Background: an optimization exercise with open tools, aiming at small area and a short achievable clock period. Do not read the settings as production practice. Only simulation tests tie the RTL to the original design; equivalence was not proved. Power is estimated from default activity; no workload was simulated.

File: flow/design.v
package usb_pkg;
   typedef enum logic [3:0] {
      RESERVED = 4'b0000,
      OUT      = 4'b0001,                  
      IN       = 4'b1001,                  
      SETUP    = 4'b1101,                  
      DATA0    = 4'b0011,                  
      DATA1    = 4'b1011,                  
      ACK      = 4'b0010,                  
      NAK      = 4'b1010,                  
      STALL    = 4'b1110                   
   } pid_t;
   typedef enum logic [1:0] {
      CFG_SET_ADDR  = 2'd0,                
      CFG_SET_STALL = 2'd1,                
      CFG_CLR_STALL = 2'd2                 
   } cfg_op_t;
   typedef struct packed {
      pid_t       pid;
      logic [3:0] pidx;                    
      logic [6:0] addr;
      logic [3:0] endp;
      logic [4:0] crc5;
   } token_t;
   typedef struct packed {
      logic       valid;                   
      logic       active;                  
      logic [7:0] data;
   } utmi_rx_t;
   typedef struct packed {
      logic       valid;                   
      logic [7:0] data;
   } utmi_tx_t;
   localparam logic [4:0]  CRC5_POLY      = 5'b10100;
   localparam logic [4:0]  CRC5_RESIDUAL  = 5'b00110;
   localparam logic [15:0] CRC16_POLY     = 16'hA001;
   localparam logic [15:0] CRC16_RESIDUAL = 16'hB001;
   function automatic logic crc5_ok(input logic [15:0] d);
      logic [4:0] crc;
      crc = 5'h1f;                         
      for (int i = 0; i < 16; i++)
      begin
         crc = (crc >> 1) ^ (CRC5_POLY & {5{crc[0] ^ d[i]}});
      end
      crc5_ok = (crc == CRC5_RESIDUAL);
   endfunction
   function automatic logic [15:0] crc16_step(input logic [15:0] crc, input logic [7:0] d);
      logic [15:0] c;
      c = crc;
      for (int i = 0; i < 8; i++)
      begin
         c = (c >> 1) ^ (CRC16_POLY & {16{c[0] ^ d[i]}});
      end
      crc16_step = c;
   endfunction
endpackage
`timescale 1ns/1ps
module usb_endp_fifo #(
   parameter int DEPTH = 64                
) (
   input  logic       clk,
   input  logic       rst,
   input  logic       clr,                 
   input  logic       wr,
   input  logic       commit,
   input  logic       abort,
   input  logic [7:0] din,
   input  logic       rd,
   output logic [7:0] q,
   output logic       empty,
   output logic       full
);
   localparam int AW = $clog2(DEPTH);
   logic [7:0]  mem [DEPTH];
   logic [AW:0] rd_ptr;                    
   logic [AW:0] wr_ptr;                    
   logic [AW:0] cm_ptr;                    
   logic [AW:0] wr_next;
   logic        do_wr;
   logic        do_rd;
   assign empty   = (rd_ptr == cm_ptr);    
   assign full    = (wr_ptr[AW-1:0] == rd_ptr[AW-1:0]) && (wr_ptr[AW] != rd_ptr[AW]);
   assign do_wr   = wr && !full;
   assign do_rd   = rd && !empty;
   assign wr_next = do_wr ? wr_ptr + 1'b1 : wr_ptr;
   always_ff @(posedge clk)
   begin
      if (rst || clr)
      begin
         rd_ptr <= '0;
         wr_ptr <= '0;
         cm_ptr <= '0;
      end
      else
      begin
         if (abort)
            wr_ptr <= cm_ptr;              
         else
         begin
            wr_ptr <= wr_next;
            if (commit)
               cm_ptr <= wr_next;          
         end
         if (do_rd)
            rd_ptr <= rd_ptr + 1'b1;
      end
   end
   always_ff @(posedge clk)
   begin
      if (do_wr)
         mem[wr_ptr[AW-1:0]] <= din;
      if (do_rd)
         q <= mem[rd_ptr[AW-1:0]];         
   end
endmodule
`timescale 1ns/1ps
module usb_dev_regs (
   input  logic              clk,
   input  logic              rst,
   input  logic              usb_reset,
   input  logic              cfg_req,
   input  usb_pkg::cfg_op_t  cfg_op,
   input  logic              cfg_ep,      
   input  logic [6:0]        cfg_data,    
   output logic              cfg_ack,
   output logic [6:0]        dev_addr,
   output logic [1:0]        stall        
);
   typedef enum logic {
      S_IDLE,                              
      S_ACK                                
   } state_t;
   state_t state;
   logic   apply;
   assign apply   = (state == S_IDLE) && cfg_req;    
   assign cfg_ack = (state == S_ACK);
   always_ff @(posedge clk)
   begin
      if (rst)
         state <= S_IDLE;
      else
      begin
         case (state)
            S_IDLE:
               if (cfg_req)
                  state <= S_ACK;
            S_ACK:
               if (!cfg_req)
                  state <= S_IDLE;         
            default:
               state <= S_IDLE;
         endcase
      end
   end
   always_ff @(posedge clk)
   begin
      if (rst || usb_reset)
      begin
         dev_addr <= 7'd0;                 
         stall    <= 2'b00;
      end
      else if (apply)
      begin
         case (cfg_op)
            usb_pkg::CFG_SET_ADDR:
               dev_addr <= cfg_data;
            usb_pkg::CFG_SET_STALL:
               stall[cfg_ep] <= 1'b1;
            usb_pkg::CFG_CLR_STALL:
               stall[cfg_ep] <= 1'b0;
            default:
               ;                           
         endcase
      end
   end
endmodule
`timescale 1ns/1ps
module usb_sie (
   input  logic              clk,
   input  logic              rst,
   input  logic              usb_reset,
   input  usb_pkg::utmi_rx_t rx,
   output usb_pkg::utmi_tx_t tx,
   input  logic              tx_ready,
   input  logic [6:0]        dev_addr,
   input  logic [1:0]        stall,
   input  logic              ep0o_full,
   output logic              ep0o_wr,
   output logic              ep0o_commit,
   output logic              ep0o_abort,
   output logic [7:0]        ep0o_din,
   input  logic [1:0]        epi_empty,
   input  logic [7:0]        epi_q0,
   input  logic [7:0]        epi_q1,
   output logic [1:0]        epi_rd
);
   typedef enum logic [3:0] {
      S_TOKEN0,                            
      S_TOKEN1,                            
      S_TOKEN2,                            
      S_TOKEN3,                            
      S_SKIP,                              
      S_OUT_PID,
      S_OUT_DATA,
      S_IN_PID,
      S_IN_DATA,
      S_IN_CRC0,
      S_IN_CRC1,
      S_ACK,
      S_STALL
   } state_t;
   state_t            state;
   state_t            state_next;
   usb_pkg::token_t   token;
   usb_pkg::pid_t     rx_pid;
   logic [15:0]       crc;
   logic [7:0]        hold0;               
   logic [7:0]        hold1;               
   logic [1:0]        held;                
   logic              tok_ok;
   logic              tok_pid;
   logic              data_pid_ok;
   logic              stalled;
   logic              ep_sel;
   logic              in_empty;
   logic [7:0]        in_q;
   logic              in_rd;
   logic              rx_end;
   logic              crc_good;
   assign rx_pid   = usb_pkg::pid_t'(rx.data[3:0]);
   assign rx_end   = !rx.valid && !rx.active;
   assign crc_good = (crc == usb_pkg::CRC16_RESIDUAL);
   assign tok_pid  = (rx_pid == usb_pkg::OUT) || (rx_pid == usb_pkg::IN) ||
                     (rx_pid == usb_pkg::SETUP);
   assign ep_sel   = token.endp[0];
   assign in_empty = ep_sel ? epi_empty[1] : epi_empty[0];
   assign in_q     = ep_sel ? epi_q1 : epi_q0;
   assign epi_rd   = {in_rd & ep_sel, in_rd & ~ep_sel};
   assign stalled  = stall[ep_sel] && (token.pid != usb_pkg::SETUP);    
   always_comb
   begin
      tok_ok = (token.pidx == ~token.pid) &&
               usb_pkg::crc5_ok({token.crc5, token.endp, token.addr}) &&
               (token.addr == dev_addr) && (token.endp[3:1] == 3'd0);
      if (token.pid != usb_pkg::IN && token.endp[0])
         tok_ok = 1'b0;                    
   end
   assign data_pid_ok = (rx.data[7:4] == ~rx.data[3:0]) &&
                        ((rx_pid == usb_pkg::DATA0) ||
                         (rx_pid == usb_pkg::DATA1 && token.pid != usb_pkg::SETUP));
   always_ff @(posedge clk)
   begin
      if (rst || usb_reset)
         state <= S_TOKEN0;
      else
         state <= state_next;
   end
   always_comb
   begin
      state_next = state;
      case (state)
         S_TOKEN0:
            if (rx.valid)
               state_next = tok_pid ? S_TOKEN1 : S_SKIP;
         S_TOKEN1:
            if (rx.valid)
               state_next = S_TOKEN2;
            else if (!rx.active)
               state_next = S_TOKEN0;      
         S_TOKEN2:
            if (rx.valid)
               state_next = S_TOKEN3;
            else if (!rx.active)
               state_next = S_TOKEN0;
         S_TOKEN3:
            if (rx.valid)
               state_next = S_SKIP;        
            else if (!rx.active)
            begin
               if (!tok_ok)
                  state_next = S_TOKEN0;
               else if (token.pid == usb_pkg::IN)
                  state_next = stalled ? S_STALL : S_IN_PID;
               else
                  state_next = S_OUT_PID;
            end
         S_SKIP:
            if (!rx.active)
               state_next = S_TOKEN0;
         S_OUT_PID:
            if (rx.valid)
               state_next = data_pid_ok ? S_OUT_DATA : S_SKIP;
         S_OUT_DATA:
            if (ep0o_wr && ep0o_full)
               state_next = S_SKIP;        
            else if (rx_end)
            begin
               if (!crc_good)
                  state_next = S_TOKEN0;
               else
                  state_next = stalled ? S_STALL : S_ACK;
            end
         S_IN_PID:
            if (tx_ready)
               state_next = in_empty ? S_IN_CRC0 : S_IN_DATA;
         S_IN_DATA:
            if (tx_ready && in_empty)
               state_next = S_IN_CRC0;
         S_IN_CRC0:
            if (tx_ready)
               state_next = S_IN_CRC1;
         S_IN_CRC1, S_ACK, S_STALL:
            if (tx_ready)
               state_next = S_TOKEN0;
         default:
            state_next = S_TOKEN0;
      endcase
   end
   always_ff @(posedge clk)
   begin
      case (state)
         S_TOKEN0:
            if (rx.valid)
            begin
               token.pidx <= rx.data[7:4];
               token.pid  <= rx_pid;
            end
         S_TOKEN1:
            if (rx.valid)
            begin
               token.addr    <= rx.data[6:0];
               token.endp[0] <= rx.data[7];
            end
         S_TOKEN2:
            if (rx.valid)
            begin
               token.endp[3:1] <= rx.data[2:0];
               token.crc5      <= rx.data[7:3];
            end
         S_TOKEN3:
            crc <= 16'hffff;               
         S_OUT_PID:
         begin
            crc  <= 16'hffff;              
            held <= 2'd0;
         end
         S_OUT_DATA:
            if (rx.valid)
            begin
               crc   <= usb_pkg::crc16_step(crc, rx.data);
               hold0 <= rx.data;
               hold1 <= hold0;
               if (held != 2'd2)
                  held <= held + 2'd1;
            end
         S_IN_DATA:
            if (tx_ready)
               crc <= usb_pkg::crc16_step(crc, in_q);
         default:
            ;
      endcase
   end
   assign ep0o_wr     = (state == S_OUT_DATA) && rx.valid && (held == 2'd2);
   assign ep0o_din    = hold1;
   assign ep0o_commit = (state == S_OUT_DATA) && rx_end && crc_good && !stalled;
   assign ep0o_abort  = (state == S_OUT_DATA) &&
                        ((ep0o_wr && ep0o_full) || (rx_end && (!crc_good || stalled)));
   always_comb
   begin
      tx.valid = 1'b0;
      tx.data  = 8'h00;
      in_rd    = 1'b0;
      case (state)
         S_IN_PID:
         begin
            tx.valid = 1'b1;
            tx.data  = {~usb_pkg::DATA0, usb_pkg::DATA0};
            in_rd    = tx_ready && !in_empty;    
         end
         S_IN_DATA:
         begin
            tx.valid = 1'b1;
            tx.data  = in_q;               
            in_rd    = tx_ready && !in_empty;
         end
         S_IN_CRC0:
         begin
            tx.valid = 1'b1;
            tx.data  = ~crc[7:0];          
         end
         S_IN_CRC1:
         begin
            tx.valid = 1'b1;
            tx.data  = ~crc[15:8];
         end
         S_ACK:
         begin
            tx.valid = 1'b1;
            tx.data  = {~usb_pkg::ACK, usb_pkg::ACK};
         end
         S_STALL:
         begin
            tx.valid = 1'b1;
            tx.data  = {~usb_pkg::STALL, usb_pkg::STALL};
         end
         default:
            ;
      endcase
   end
endmodule
`timescale 1ns/1ps
module usb_device #(
   parameter int EP_DEPTH = 64             
) (
   input  logic              clk,
   input  logic              rst,
   input  logic              usb_reset,    
   input  logic              rx_valid,     
   input  logic              rx_active,    
   input  logic [7:0]        rx_data,
   output logic              tx_valid,     
   output logic [7:0]        tx_data,
   input  logic              tx_ready,
   input  logic              cfg_req,
   input  logic [1:0]        cfg_op,
   input  logic              cfg_ep,
   input  logic [6:0]        cfg_data,
   output logic              cfg_ack,
   input  logic              ep0_out_rd,
   output logic [7:0]        ep0_out_dout,
   output logic              ep0_out_empty,
   input  logic              ep0_in_wr,
   input  logic [7:0]        ep0_in_din,
   output logic              ep0_in_full,
   input  logic              ep1_in_wr,
   input  logic [7:0]        ep1_in_din,
   output logic              ep1_in_full
);
   logic [6:0] dev_addr;
   logic [1:0] stall;
   logic       ep0o_full;
   logic       ep0o_wr;
   logic       ep0o_commit;
   logic       ep0o_abort;
   logic [7:0] ep0o_din;
   logic [1:0] epi_empty;
   logic [7:0] epi_q0;
   logic [7:0] epi_q1;
   logic [1:0] epi_rd;
   usb_pkg::utmi_rx_t rx;
   usb_pkg::utmi_tx_t tx;
   assign rx       = {rx_valid, rx_active, rx_data};
   assign tx_valid = tx.valid;
   assign tx_data  = tx.data;
   usb_dev_regs usb_dev_regs_i (
      .clk(clk), .rst(rst), .usb_reset(usb_reset),
      .cfg_req(cfg_req), .cfg_op(usb_pkg::cfg_op_t'(cfg_op)), .cfg_ep(cfg_ep), .cfg_data(cfg_data),
      .cfg_ack(cfg_ack), .dev_addr(dev_addr), .stall(stall)
   );
   usb_sie usb_sie_i (
      .clk(clk), .rst(rst), .usb_reset(usb_reset),
      .rx(rx), .tx(tx), .tx_ready(tx_ready),
      .dev_addr(dev_addr), .stall(stall),
      .ep0o_full(ep0o_full), .ep0o_wr(ep0o_wr), .ep0o_commit(ep0o_commit),
      .ep0o_abort(ep0o_abort), .ep0o_din(ep0o_din),
      .epi_empty(epi_empty), .epi_q0(epi_q0), .epi_q1(epi_q1), .epi_rd(epi_rd)
   );
   usb_endp_fifo #(.DEPTH(EP_DEPTH)) ep0_out_fifo_i (
      .clk(clk), .rst(rst), .clr(usb_reset),
      .wr(ep0o_wr), .commit(ep0o_commit), .abort(ep0o_abort), .din(ep0o_din),
      .rd(ep0_out_rd), .q(ep0_out_dout), .empty(ep0_out_empty), .full(ep0o_full)
   );
   usb_endp_fifo #(.DEPTH(EP_DEPTH)) ep0_in_fifo_i (
      .clk(clk), .rst(rst), .clr(usb_reset),
      .wr(ep0_in_wr), .commit(1'b1), .abort(1'b0), .din(ep0_in_din),
      .rd(epi_rd[0]), .q(epi_q0), .empty(epi_empty[0]), .full(ep0_in_full)
   );
   usb_endp_fifo #(.DEPTH(EP_DEPTH)) ep1_in_fifo_i (
      .clk(clk), .rst(rst), .clr(usb_reset),
      .wr(ep1_in_wr), .commit(1'b1), .abort(1'b0), .din(ep1_in_din),
      .rd(epi_rd[1]), .q(epi_q1), .empty(epi_empty[1]), .full(ep1_in_full)
   );
endmodule
File: flow/run.sh
#!/bin/bash
# synth_recipe.tcl (not shown) runs the flow's synth.tcl, then flattens the netlist and writes it again
# the make line also repeats each setting of config.mk as NAME=value (left out here)
make -C /OpenROAD-flow-scripts/flow DESIGN_CONFIG=/design/flow/config.mk WORK_HOME=/design/flow/orfs CLKGATE_MAP_FILE= SYNTH_SCRIPT=/design/flow/synth_recipe.tcl finish
File: flow/config.mk
export PLATFORM = sky130hd
export DESIGN_NAME = usb_device
export DESIGN_NICKNAME = usb_device
export VERILOG_FILES = /design/flow/design.v
export SDC_FILE = /design/flow/constraint.sdc
export NUM_CORES = 4
export LEC_CHECK = 0
export CAP_MARGIN = 20
export CORE_MARGIN = 2
export CORE_UTILIZATION = 40
export SLEW_MARGIN = 20
File: flow/constraint.sdc
create_clock -name core_clock -period 4.2 [get_ports {clk}]
set_input_delay 0.8400 -clock core_clock [delete_from_list [all_inputs] [get_ports {clk}]]
set_output_delay 0.8400 -clock core_clock [all_outputs]
set_load 0.01 [all_outputs]
==> metrics.csv <==
metric;value;unit
fillcell total;13600;
Vias/cell;5.49;
critical path type;flip-flop to primary output;
clock skew after layout;0.0358;ns
Detailed Routing Iterations Pass 1;5;
setup ws final;0.138;ns
antenna violations before repair;8;
Resized cells post-CTS;0;
CP bufs+invs;1;
hold_sp;usb_sie_i.hold0[0];
cells after synthesis;3126;
number of DRC markers in iteration 0;3459;
final hold viol count;0;
Seq cells post-synth;1681;
Pleak;23.6;nW
dpl ws;0.603;ns
CTS Hold Buffers Added;0;
most common cell after layout, fill and taps aside;edfxtp_1;
PortBufs;64;
CP top delay family;simple AND/OR/NAND/NOR gates;
Reg2Reg Launch Point;usb_sie_i.token[5];
largest net degree at the start of global routing;101;
Final Max Slew Viols;0;
VDD IR max;409;uV
Clock Pin Slew Worst Setup and Hold Paths;0.06;ns
Pwr Density;440;mW/mm^2
crit path launch type;flip-flop;
Register Area;0.0499;mm^2
number of synthesized flops with an enable pin;1618;
vias in the first global route;32000;
crit end category;primary output;
clock latency on the worst-skew pair;0.78;ns
Final Util;46.6;%
f_max;246;MHz
Hold Crit Depth;0;
HP Class;flip-flop to flip-flop;
Worst path max stage delay;0.67;ns
layout cell share with drive strength beyond 1;30.2;%
via count;31800;
Die H;412;um
area grow syn2layout;15.5;%
TNS Setup;0;ns
worst path required time;3.36;ns
Multi-input gate area;0.0160;mm^2
htree depth;4;
Top Ports;65;
final worst path period share;96.7;%
final WL;153000;um
postcts setup bufs;0;
R2R Setup Slk;0.96;ns
Ys Warns;3;
CP Max Fanout;14;
grt total ovfl;0;
CTS tree;done;
crit-path cells;nand2b_1 > o22a_1 > o2bb2ai_1 > and2_1 > clkdlybuf4s50_1;
Setup Viol. Count Final;0;
Row Count;149;
depth of the worst register-to-register path;8;
nets@finish;3504;
core area;0.165;mm^2
Die ar.;0.170;mm^2
Hold Path End;usb_sie_i.hold1[0];
Routed Antenna Nets;0;
Worst Tran Pin Value;0.990;ns
GP Congestion;0.814;
reg2reg end;usb_sie_i.crc[0];
final std cells w/o fill;5789;
Period minus WS final;4.06;ns
CTS Root Cell;clkbuf_16;
HPWL after DPL;97700;um
syn nets;3179;
Mapped Avg Cell Area;21.3;um^2
DRC errors left;0;
Num CTS Buffers;172;
dpl cells;5466;
CP Data Arrival Time;3.22;ns
All-Layer GR Usage;18.1;%
detailed-route wire length per cell;26.5;um
RSZ-0062 raised after global routing;false;
synth unique cells;77;
Chip Width;412;um
most frequent cells in the layout;1,618 x edfxtp_1, 504 x mux4_2, 274 x nor2_1;
first-pass GRT wire length;225000;um
Clock Sink Count;1681;
Slew HR;34.0;%
Most used DFF post-synth;edfxtp_1;
Mapped Area;0.0667;mm^2
Initial Utilization;40.3;%
max cap viols;0;
sequential share of the synthesized area;74.7;%
Crit-path slowest cell;dfxtp_1;
Clock Path Buffers;3;
asr flop ratio synth;0;%
status;complete, no violations;
worst max-delay path by stage:
stage	startpoint	to	slack [ns]	cells past startpoint
2_1_floorplan	rx_valid	usb_sie_i.crc[0]	1.38	3
3_3_place_gp	ep0_in_wr	ep0_in_fifo_i.mem[51][1]	0.69	5
3_5_place_dp	ep0_in_wr	ep0_in_fifo_i.mem[11][4]	0.60	5
4_1_cts	usb_sie_i.state[0]	tx_data[3]	0.08	5
5_1_grt	usb_sie_i.state[1]	tx_data[2]	0.01	5
6_report	usb_sie_i.state[1]	tx_data[2]	0.14	5
through the flow:
stage	hold slack, ns	cell area [um^2]	power [mW]
after floorplan	0.400	66700	18.8
after global placement	0.407	71400	19.1
after detailed placement	0.406	71400	19.1
after CTS	0.420	77000	34.2
after global routing	0.432	77000	34.9
final	0.417	77000	33.9
synth_stat cells, types with 4 or more instances:
master       n  area, um^2
o21ai_0     25         125
o21ai_1      4        20.0
o221a_2      4        45.0
nand4_1     12        75.1
and3_1       4        25.0
nand2_1     53         199
buf_4       27         203
a21oi_1     22         110
mux2i_1     29         290
xnor2_1     58         508
nor2_1     274        1030
inv_1       11        41.3
nand2b_1    12        75.1
edfxtp_1  1618       48600
a211oi_1     6        45.0
nor2b_1     11        68.8
dfxtp_1     63        1260
nor4b_1      6        52.6
or3_1        7        43.8
nor4_1       6        37.5
and2_1       5        31.3
xor2_1      65         569
nand3_1     26         130
clkbuf_1    99         372
buf_2       10        50.1
buf_1       37         139
o22ai_1      4        25.0
nor3_1       7        35.0
mux4_2     504       11400
or3b_2       6        52.6
or2_2       13        81.3
nand3b_1    18         135
ha_1         9         113
layout make-up:
cell class,instances,share of cell area (%)
Antenna cell,3,0.00975
Clock buffer,212,5.83
Clock inverter,108,1.51
Inverter,12,0.0585
Multi-Input combinational cell,1259,20.8
Sequential cell,1681,64.8
Tap cell,2189,3.56
Timing Repair Buffer,325,3.45
routing by layer:
layer / routed length [um] / GRT usage [%]
met2: 73000 / 28.3
met4: 2370 / 3.76
met1: 69100 / 26.9
met5: 27 / 0
met3: 8750 / 3.16
power breakdown:
part	leakage (nW)	switching [mW]	internal (mW)
Clock	2.72	6.46	8.67
Combinational	5.79	0.317	0.124
Sequential	15.1	0.0160	18.3
cells by family after synthesis:
logic type	after synthesis	share of synthesized area [%]
DFF	1681	74.7
adders and majority gates	9	0.169
AOI/OAI and AO/OA	107	1.17
muxes	533	17.5
buffers and inverters	186	1.23
xor gates and xnor gates	129	1.80
and+or+nand+nor	481	3.44
state kept, by name, indices dropped and copies added, names as in the netlist, 8 cells and up, named ones only:
name,cells
usb_sie_i.hold0,8
usb_sie_i.hold1,8
ep0_in_fifo_i.mem,512
ep1_in_fifo_i.mem,512
usb_sie_i.crc,16
ep0_out_fifo_i.q,8
ep0_out_fifo_i.mem,512
ep0_in_fifo_i.q,8
ep1_in_fifo_i.q,8
usb_sie_i.token,24

[what the ideal ports hide]
In the flow no input, the clock included, has a driving cell. The finished layout below was timed again as built, in two steps.
Step 1, drivers: a clkbuf_16 drives clk and a buf_2 each remaining input, both assumed.
Step 2 adds t to the input delays and takes it off the output delays; t is the mean of the earliest and latest rising clock arrival at the registers after step 1. Input paths then give back, and output paths get back, about the clock's delay inside the block.
Three values: ideal ports, drivers, drivers and shift; two values: the first two.
t (ns): 0.853
setup slack, ns: 0.138 / 0.060 / 0.553
clock arrival spread, ns: 0.055 / 0.055
After both steps setup and hold are still met in this run. The setup slack of this run moves by -0.078 ns with the drivers and by +0.415 ns with both steps.
